This design comes from an exercise in tuning for small area, a short achievable clock period and few clock cycles per item on the open sky130 flow, not from production work. In this exercise RTL edits were held to simulation tests only and were not proved equivalent to the original.

--- design.v ---
package rsd_pkg;
  localparam int MAX_COUNT   = 65536;
  localparam int SAMPLE_BITS = 16;
  localparam int IN_W    = 16;
  localparam int CNT_W   = 17;
  localparam int SUM_W   = 33;
  localparam int SQ_W    = 47;
  localparam int MEAN_W  = 24;
  localparam int STD_W   = 24;
  localparam int MAG_W   = 32;
  localparam int ACC_W   = 64;
  localparam int NSQ_W   = 33;
  localparam int QUO_W   = 47;
  localparam int DEPTH   = 2;
  localparam int SNAP_W  = CNT_W + SUM_W + SQ_W + 1;
  localparam int MEAN_STEPS = MAG_W + 8;
  localparam int VAR_STEPS  = QUO_W;
  localparam int SQRT_STEPS = STD_W;
  typedef struct packed {
    logic [CNT_W-1:0]        n;
    logic signed [SUM_W-1:0] sum;
    logic [SQ_W-1:0]         sumsq;
    logic                    sat;
  } snap_t;
endpackage
import rsd_pkg::*;
module rsd_fifo (
  input  logic  clk,
  input  logic  rst_n,
  input  logic  push,
  input  rsd_pkg::snap_t push_data,
  output logic  full,
  input  logic  pop,
  output logic  not_empty,
  output rsd_pkg::snap_t pop_data
);
  logic [SNAP_W-1:0] mem_r [DEPTH];
  logic       wr_ptr_r;
  logic       rd_ptr_r;
  logic [1:0] fill_r;
  assign full      = (fill_r == 2'(DEPTH));
  assign not_empty = (fill_r != 2'd0);
  assign pop_data  = mem_r[rd_ptr_r];
  always_ff @(posedge clk) begin
    if (push) begin
      mem_r[wr_ptr_r] <= push_data;
    end
  end
  always_ff @(posedge clk) begin
    if (!rst_n) begin
      wr_ptr_r <= 1'b0;
      rd_ptr_r <= 1'b0;
      fill_r   <= 2'd0;
    end else begin
      if (push) wr_ptr_r <= ~wr_ptr_r;
      if (pop)  rd_ptr_r <= ~rd_ptr_r;
      fill_r <= fill_r + {1'b0, push} - {1'b0, pop};
    end
  end
endmodule
import rsd_pkg::*;
module rsd_front (
  input  logic            clk,
  input  logic            rst_n,
  input  logic            in_valid,
  output logic            in_ready,
  input  logic [IN_W-1:0] in_sample,
  input  logic            q_full,
  output logic            q_push,
  output rsd_pkg::snap_t           q_data
);
  logic [CNT_W-1:0]        count_r;
  logic signed [SUM_W-1:0] sum_r;
  logic [SQ_W-1:0]         sumsq_r;
  logic [SAMPLE_BITS-1:0]  raw;
  logic signed [SUM_W-1:0] s_ext;
  logic [SAMPLE_BITS-1:0]  s_mag;
  logic                    can_acc;
  logic [CNT_W-1:0]        count_nxt;
  logic signed [SUM_W-1:0] sum_nxt;
  logic [SQ_W-1:0]         sumsq_nxt;
  assign in_ready = !q_full;
  assign q_push   = in_valid && in_ready;
  assign raw      = in_sample[SAMPLE_BITS-1:0];
  assign s_ext    = {{(SUM_W-SAMPLE_BITS){raw[SAMPLE_BITS-1]}}, raw};
  assign s_mag    = raw[SAMPLE_BITS-1] ? SAMPLE_BITS'(-raw) : raw;
  assign can_acc  = (count_r < CNT_W'(MAX_COUNT));
  always_comb begin
    count_nxt = count_r;
    sum_nxt   = sum_r;
    sumsq_nxt = sumsq_r;
    if (can_acc) begin
      count_nxt = count_r + 1'b1;
      sum_nxt   = sum_r + s_ext;
      sumsq_nxt = sumsq_r + SQ_W'({1'b0, s_mag} * {1'b0, s_mag});
    end
  end
  assign q_data.n     = count_nxt;
  assign q_data.sum   = sum_nxt;
  assign q_data.sumsq = sumsq_nxt;
  assign q_data.sat   = (count_nxt >= CNT_W'(MAX_COUNT));
  always_ff @(posedge clk) begin
    if (!rst_n) begin
      count_r <= '0;
      sum_r   <= '0;
      sumsq_r <= '0;
    end else if (q_push) begin
      count_r <= count_nxt;
      sum_r   <= sum_nxt;
      sumsq_r <= sumsq_nxt;
    end
  end
endmodule
import rsd_pkg::*;
module rsd_back (
  input  logic                     clk,
  input  logic                     rst_n,
  input  logic                     q_not_empty,
  input  rsd_pkg::snap_t                    q_data,
  output logic                     q_pop,
  output logic                     out_valid,
  input  logic                     out_ready,
  output logic signed [MEAN_W-1:0] out_mean_q8,
  output logic [STD_W-1:0]         out_std_q8,
  output logic [CNT_W-1:0]         out_sample_count,
  output logic                     out_saturated
);
  typedef enum logic [2:0] {
    ST_IDLE, ST_MUL0, ST_MUL1, ST_MUL2, ST_DIVM, ST_DIVV, ST_SQRT, ST_DONE
  } state_t;
  state_t              state_r;
  logic [CNT_W-1:0]    n_r;
  logic [SQ_W-1:0]     sq_r;
  logic                sat_r;
  logic [MAG_W-1:0]    mag_r;
  logic                neg_r;
  logic [ACC_W-1:0]    acc_r;
  logic [NSQ_W-1:0]    nsq_r;
  logic [NSQ_W-1:0]    d_r;
  logic [NSQ_W:0]      rem_r;
  logic [QUO_W-1:0]    dvd_r;
  logic [QUO_W-1:0]    q_r;
  logic [5:0]          cnt_r;
  logic [MEAN_W-1:0]   mean_r;
  logic [2*STD_W-1:0]  rad_r;
  logic [STD_W+1:0]    srem_r;
  logic [STD_W-1:0]    root_r;
  logic                out_valid_r;
  logic [MEAN_W-1:0]   out_mean_r;
  logic [STD_W-1:0]    out_std_r;
  logic [CNT_W-1:0]    out_cnt_r;
  logic                out_sat_r;
  logic [NSQ_W:0]      rem_sh;
  logic                dv_ge;
  logic [NSQ_W:0]      rem_new;
  logic [QUO_W-1:0]    q_new;
  logic [STD_W+1:0]    srem_sh;
  logic [STD_W+1:0]    trial;
  logic                sq_ge;
  logic [MAG_W:0]      sum_abs;
  logic [MEAN_W-1:0]   mean_mag;
  assign rem_sh   = {rem_r[NSQ_W-1:0], dvd_r[QUO_W-1]};
  assign dv_ge    = (rem_sh >= {1'b0, d_r});
  assign rem_new  = dv_ge ? (rem_sh - {1'b0, d_r}) : rem_sh;
  assign q_new    = {q_r[QUO_W-2:0], dv_ge};
  assign srem_sh  = {srem_r[STD_W-1:0], rad_r[2*STD_W-1 -: 2]};
  assign trial    = {root_r, 2'b01};
  assign sq_ge    = (srem_sh >= trial);
  assign sum_abs  = q_data.sum[SUM_W-1] ? (MAG_W+1)'(-q_data.sum) : (MAG_W+1)'(q_data.sum);
  assign mean_mag = q_new[MEAN_W-1:0] + {{(MEAN_W-1){1'b0}}, (rem_new != '0)};
  assign q_pop            = (state_r == ST_IDLE) && q_not_empty;
  assign out_valid        = out_valid_r;
  assign out_mean_q8      = out_mean_r;
  assign out_std_q8       = out_std_r;
  assign out_sample_count = out_cnt_r;
  assign out_saturated    = out_sat_r;
  always_ff @(posedge clk) begin
    if (!rst_n) begin
      state_r     <= ST_IDLE;
      out_valid_r <= 1'b0;
    end else begin
      if (out_ready && (state_r != ST_DONE)) out_valid_r <= 1'b0;
      case (state_r)
        ST_IDLE: begin
          if (q_not_empty) begin
            n_r     <= q_data.n;
            sq_r    <= q_data.sumsq;
            sat_r   <= q_data.sat;
            mag_r   <= sum_abs[MAG_W-1:0];
            neg_r   <= q_data.sum[SUM_W-1];
            state_r <= ST_MUL0;
          end
        end
        ST_MUL0: begin
          acc_r   <= ACC_W'(n_r * sq_r[23:0]);
          nsq_r   <= NSQ_W'(n_r * n_r);
          state_r <= ST_MUL1;
        end
        ST_MUL1: begin
          acc_r   <= acc_r + (ACC_W'(n_r * sq_r[SQ_W-1:24]) << 24);
          state_r <= ST_MUL2;
        end
        ST_MUL2: begin
          acc_r   <= acc_r - ACC_W'(mag_r * mag_r);
          d_r     <= NSQ_W'(n_r);
          rem_r   <= '0;
          dvd_r   <= {mag_r, 8'd0, {(QUO_W-MEAN_STEPS){1'b0}}};
          q_r     <= '0;
          cnt_r   <= 6'(MEAN_STEPS - 1);
          state_r <= ST_DIVM;
        end
        ST_DIVM: begin
          rem_r <= rem_new;
          dvd_r <= dvd_r << 1;
          q_r   <= q_new;
          cnt_r <= cnt_r - 1'b1;
          if (cnt_r == 6'd0) begin
            mean_r  <= neg_r ? MEAN_W'(-mean_mag) : q_new[MEAN_W-1:0];
            rem_r   <= {1'b0, acc_r[ACC_W-1:ACC_W-NSQ_W]};
            dvd_r   <= {acc_r[ACC_W-NSQ_W-1:0], 16'd0};
            d_r     <= nsq_r;
            q_r     <= '0;
            cnt_r   <= 6'(VAR_STEPS - 1);
            state_r <= ST_DIVV;
          end
        end
        ST_DIVV: begin
          rem_r <= rem_new;
          dvd_r <= dvd_r << 1;
          q_r   <= q_new;
          cnt_r <= cnt_r - 1'b1;
          if (cnt_r == 6'd0) begin
            rad_r   <= {1'b0, q_new};
            srem_r  <= '0;
            root_r  <= '0;
            cnt_r   <= 6'(SQRT_STEPS - 1);
            state_r <= ST_SQRT;
          end
        end
        ST_SQRT: begin
          srem_r <= sq_ge ? (srem_sh - trial) : srem_sh;
          root_r <= {root_r[STD_W-2:0], sq_ge};
          rad_r  <= rad_r << 2;
          cnt_r  <= cnt_r - 1'b1;
          if (cnt_r == 6'd0) state_r <= ST_DONE;
        end
        ST_DONE: begin
          if (!out_valid_r || out_ready) begin
            out_valid_r <= 1'b1;
            out_mean_r  <= mean_r;
            out_std_r   <= root_r;
            out_cnt_r   <= n_r;
            out_sat_r   <= sat_r;
            state_r     <= ST_IDLE;
          end
        end
        default: state_r <= ST_IDLE;
      endcase
    end
  end
endmodule
import rsd_pkg::*;
module running_standard_deviation_top (
  input  logic                     clk,
  input  logic                     rst_n,
  input  logic                     in_valid,
  output logic                     in_ready,
  input  logic [IN_W-1:0]          in_sample,
  output logic                     out_valid,
  input  logic                     out_ready,
  output logic signed [MEAN_W-1:0] out_mean_q8,
  output logic [STD_W-1:0]         out_std_q8,
  output logic [CNT_W-1:0]         out_sample_count,
  output logic                     out_saturated
);
  logic  q_full;
  logic  q_push;
  logic  q_pop;
  logic  q_not_empty;
  rsd_pkg::snap_t q_wdata;
  rsd_pkg::snap_t q_rdata;
  rsd_front u_front (
    .clk       (clk),
    .rst_n     (rst_n),
    .in_valid  (in_valid),
    .in_ready  (in_ready),
    .in_sample (in_sample),
    .q_full    (q_full),
    .q_push    (q_push),
    .q_data    (q_wdata)
  );
  rsd_fifo u_fifo (
    .clk       (clk),
    .rst_n     (rst_n),
    .push      (q_push),
    .push_data (q_wdata),
    .full      (q_full),
    .pop       (q_pop),
    .not_empty (q_not_empty),
    .pop_data  (q_rdata)
  );
  rsd_back u_back (
    .clk              (clk),
    .rst_n            (rst_n),
    .q_not_empty      (q_not_empty),
    .q_data           (q_rdata),
    .q_pop            (q_pop),
    .out_valid        (out_valid),
    .out_ready        (out_ready),
    .out_mean_q8      (out_mean_q8),
    .out_std_q8       (out_std_q8),
    .out_sample_count (out_sample_count),
    .out_saturated    (out_saturated)
  );
endmodule
--- run.sh ---
#!/bin/bash
# synth_recipe.tcl (not shown) runs the flow's synth.tcl, then flattens the netlist and writes it again
# the make line also repeats each setting of config.mk as NAME=value (left out here)
make -C /OpenROAD-flow-scripts/flow DESIGN_CONFIG=/design/flow/config.mk WORK_HOME=/design/flow/orfs CLKGATE_MAP_FILE= SYNTH_SCRIPT=/design/flow/synth_recipe.tcl finish
--- config.mk ---
export PLATFORM = sky130hd
export DESIGN_NAME = running_standard_deviation_top
export DESIGN_NICKNAME = running_standard_deviation_top
export VERILOG_FILES = /design/flow/design.v
export SDC_FILE = /design/flow/constraint.sdc
export NUM_CORES = 4
export LEC_CHECK = 0
export CAP_MARGIN = 20
export CORE_MARGIN = 2
export CORE_UTILIZATION = 40
export SLEW_MARGIN = 20
--- constraint.sdc ---
create_clock -name core_clock -period 11.0 [get_ports {clk}]
set_input_delay 2.2000 -clock core_clock [delete_from_list [all_inputs] [get_ports {clk}]]
set_output_delay 2.2000 -clock core_clock [all_outputs]
set_load 0.01 [all_outputs]
==> flow_summary_export.csv <==
group,metric,value,unit
run_status,status,"complete, no violations",
critical_path,crit_type,"input pin to flip-flop",
critical_path,path_max_fanout,5,
critical_path,critPathMaxStageDelay,550,ps
routing,drc_errors,0,
clock_network,clock_sinks,828,
critical_path,rrSetupSlack,1450,ps
timing,finalClockSkew,86.6,ps
clock_network,clk_pin_slew,60,ps
critical_path,critPathLaunchType,"input pin",
final_layout,stdcell_area,125000,sq um
yosys,yosysTopAreaCellShare,33.9,%
yosys,synth_area_leaders,"fa_1, edfxtp_1, ha_1, inv_1, nand2_1",
routing,routed_wl,304,mm
yosys,synth.distinct_cells,100,
routing,first_pass_iters,6,
floorplanning,die_w,538,um
timing,min_period,10620,ps
routing,via_count,79400,
final_layout,finalNetCount,14700,
yosys,synth_warnings,3,
clock_network,cts_buffers,95,
job,maxCapViolCount,0,
yosys,synth.yosys.seq_area_share,20.9,%
critical_path,r2r-start,"u_back.sq_r[31]$_DFFE_PP_",
floorplanning,rows,195,
critical_path,slowest_stage,"fa_1",
timing,hold_viol,0,
clock_network,cts_buffer_depth,3,
timing,max_freq,0.0942,GHz
timing,worstMarginPinSlew,1090,ps
final_layout,drive_gt1_share,6.53,%
timing,fin_ws,379,ps
hold_path,hold_end,"u_back.out_mean_r[4]$_DFFE_PP_",
final_layout,syn2layout_area_growth,9.33,%
floorplanning,die_area,289000,sq um
critical_path,reg2reg_depth,34,
placed_design,dp_hpwl,242,mm
floorplanning,core,283000,sq um
clock_network,clk_latency,760,ps
clock_network,cts_root_buffer,"clkbuf_16",
yosys,ys.flop_type,"edfxtp_1",
yosys,ys_seq_elements,828,
timing,setup_violations,0,
critical_path,required,11640,ps
timing,slew_violations,0,
hold_path,hold_path_startpoint,"u_back.mean_r[4]$_DFFE_PP_",
critical_path,reg2reg_to,"u_back.acc_r[61]$_DFFE_PP_",
yosys,syn_area,114000,sq um
timing,fin_crit_sh,96.6,%
grt,grt_start_max_net_pins,81,
final_layout,fin_util,44.1,%
placed_design,place_area,121000,sq um
grt,grt_pass1_wl,484,mm
hold_path,min_path_cells,0,
routing,viasPerCell,5.06,
routing,ant_nets,0,
placed_design,pre_cts_slack,-727,ps
critical_path,cpMostUsedCell,"buf_4",
clock_network,cts_tree,"done",
floorplanning,initial_utilization,40.3,%
yosys,avgSynthCellArea,9.69,sq um
routing,drtIter0Drc,5431,
yosys,synthCells,11800,
grt,grt_pass1_vias,83400,
yosys,async_reset_ff_share,0,%
grt,grtUsageMet3,2.75,%
timing,max_slew_margin,27.5,%
floorplanning,die_y,538,um
critical_path,critPathArrivalTime,11260,ps
clock_network,h-tree-depth,3,
yosys,synthTopCellsByCount,"inv_1, fa_1, nand2_1",
critical_path,end_kind,"flip-flop",
placed_design,dp_cells,15500,
placed_design,io_buffers,87,
routing,wl_per_cell,19.4,um
floorplanning,io_pins,88,
yosys,yosysMostFrequentCell,"inv_1",
grt,gr-usage-met1,30.9,%
yosys,synth-edff-count,722,
grt,grt_overflow,0,
placed_design,place.gp.congestion,0.913,
grt,antenna_found_initial,11,
yosys,yosys.area.top_type,"fa_1",
grt,use_met2,35.0,%
final_layout,stdcell_count,15700,
grt,grt_use_total,21.5,%
hold_path,min_path_type,"flip-flop to flip-flop",
grt,busiest_layer,"met2",
worst max-delay path by stage:
stage	from	depth (start not counted)	endpoint	slack [ps]
6_report	in_sample[3]	42	u_front.sumsq_r[39]$_SDFFE_PN0P_	380
3_3_place_gp	in_sample[7]	40	u_front.sumsq_r[46]$_SDFFE_PN0P_	-710
2_1_floorplan	in_sample[0]	43	u_fifo.mem_r[0][46]$_DFFE_PP_	10
3_5_place_dp	in_sample[7]	40	u_front.sumsq_r[46]$_SDFFE_PN0P_	-730
4_1_cts	in_sample[7]	40	u_front.sumsq_r[46]$_SDFFE_PN0P_	6
5_1_grt	in_sample[3]	40	u_front.sumsq_r[43]$_SDFFE_PN0P_	-30
layout by cell type (no fill, tap or decap), types with 312 or more instances in the layout:
master / count
and2_1: 506
xnor2_1: 312
edfxtp_1: 722
nand2_1: 1577
fa_1: 1925
o21ai_0: 349
inv_1: 2542
ha_1: 916
a21oi_1: 327
nor2_1: 448
buf_4: 385
critical path: cells and delay by family:
| family | cells | cell delay (ps) |
|---|---|---|
| AO/OA/AOI/OAI | 8 | 1920 |
| XOR/XNOR | 3 | 520 |
| adder cells (fa/ha/maj) | 8 | 3530 |
| buffers and inverters | 13 | 1880 |
| AND/OR/NAND/NOR | 10 | 1190 |
flip-flops by register name (all words and copies together) (netlist names), 46 cells and up, named ones only:
| name | flops |
|---|---|
| u_back.q_r | 46 |
| u_front.sumsq_r | 47 |
| u_fifo.mem_r | 194 |
| u_back.acc_r | 64 |
| u_back.sq_r | 47 |
| u_back.rad_r | 48 |
layer usage:
layer	up-vias	share of wire, %
met1	40300	46
met2	2004	46
li1	36800	-
met3	303	5.9
met4	8	2.1
met5	-	0.013
kinds of logic (layout without fill, tap and decap cells):
group	count (synthesis)	count (layout)	share of synthesized area (%)
AO/OA/AOI/OAI	1341	1341	7.56
XOR/XNOR	486	486	3.74
adder cells (fa/ha/maj)	2848	2848	44.0
buffers and inverters	3026	3208	9.99
flip-flops	828	828	20.9
multiplexers	173	173	1.61
other	2	14	0.00659
AND/OR/NAND/NOR	3058	3058	12.2
final cells by class:
class / instances / area (sq um)
diodes: 3 / 7.51
clock buffers: 110 / 2460
clock inverters: 67 / 826
fillers: 27200 / 158000
inverters: 2552 / 9590
multi-input cells: 7917 / 79300
flip-flops and latches: 828 / 23800
well taps: 3743 / 4680
repair buffers: 479 / 3910
metrics by stage:
step | hold WS, ps | TNS (ps)
after floorplan | 400 | 0
after global placement | 400 | -32950
after detailed placement | 405 | -33100
after CTS | 420 | 0
after global routing | 421 | -86.9
final | 420 | 0
what timing repair did:
action | CTS | global route
hold buffers | 0 | 0
endpoints found under the hold margin | 0 | 0
setup buffers | 0 | 11
setup endpoints to repair | 0 | 61
gates resized for setup | 0 | 68
Testbench counts, summed over its fixed seeds: cycles 237,584, items 2,048.

afterwards: timing with drivers on the ports:
The results above use ideal ports. As a check the final layout listed here was re-extracted and re-timed, cells and wires unchanged.
Step 1 (the two cells are an assumption about what drives the block):
set clk [get_ports {clk}]
set_driving_cell -lib_cell sky130_fd_sc_hd__clkbuf_16 $clk
set_driving_cell -lib_cell sky130_fd_sc_hd__buf_2 [delete_from_list [all_inputs] $clk]
Step 2 times the ports against the registers' clock, not the clock port: input delays grow and output delays shrink by t, the midpoint of the rising clock arrivals with the driver on.
a / b / c = ideal ports / drivers / drivers and shift; a / b = the first two.
t, ns: 0.799
setup WS [ns]: 0.379 / 0.439 / -0.360
worst setup path after step 2: input to register
worst data-port slew with drivers (ns): 0.12
With both steps, setup timing fails in this run, where it was met with ideal ports. The setup slack of this run moves by +0.060 ns with the drivers and by -0.739 ns with both steps.
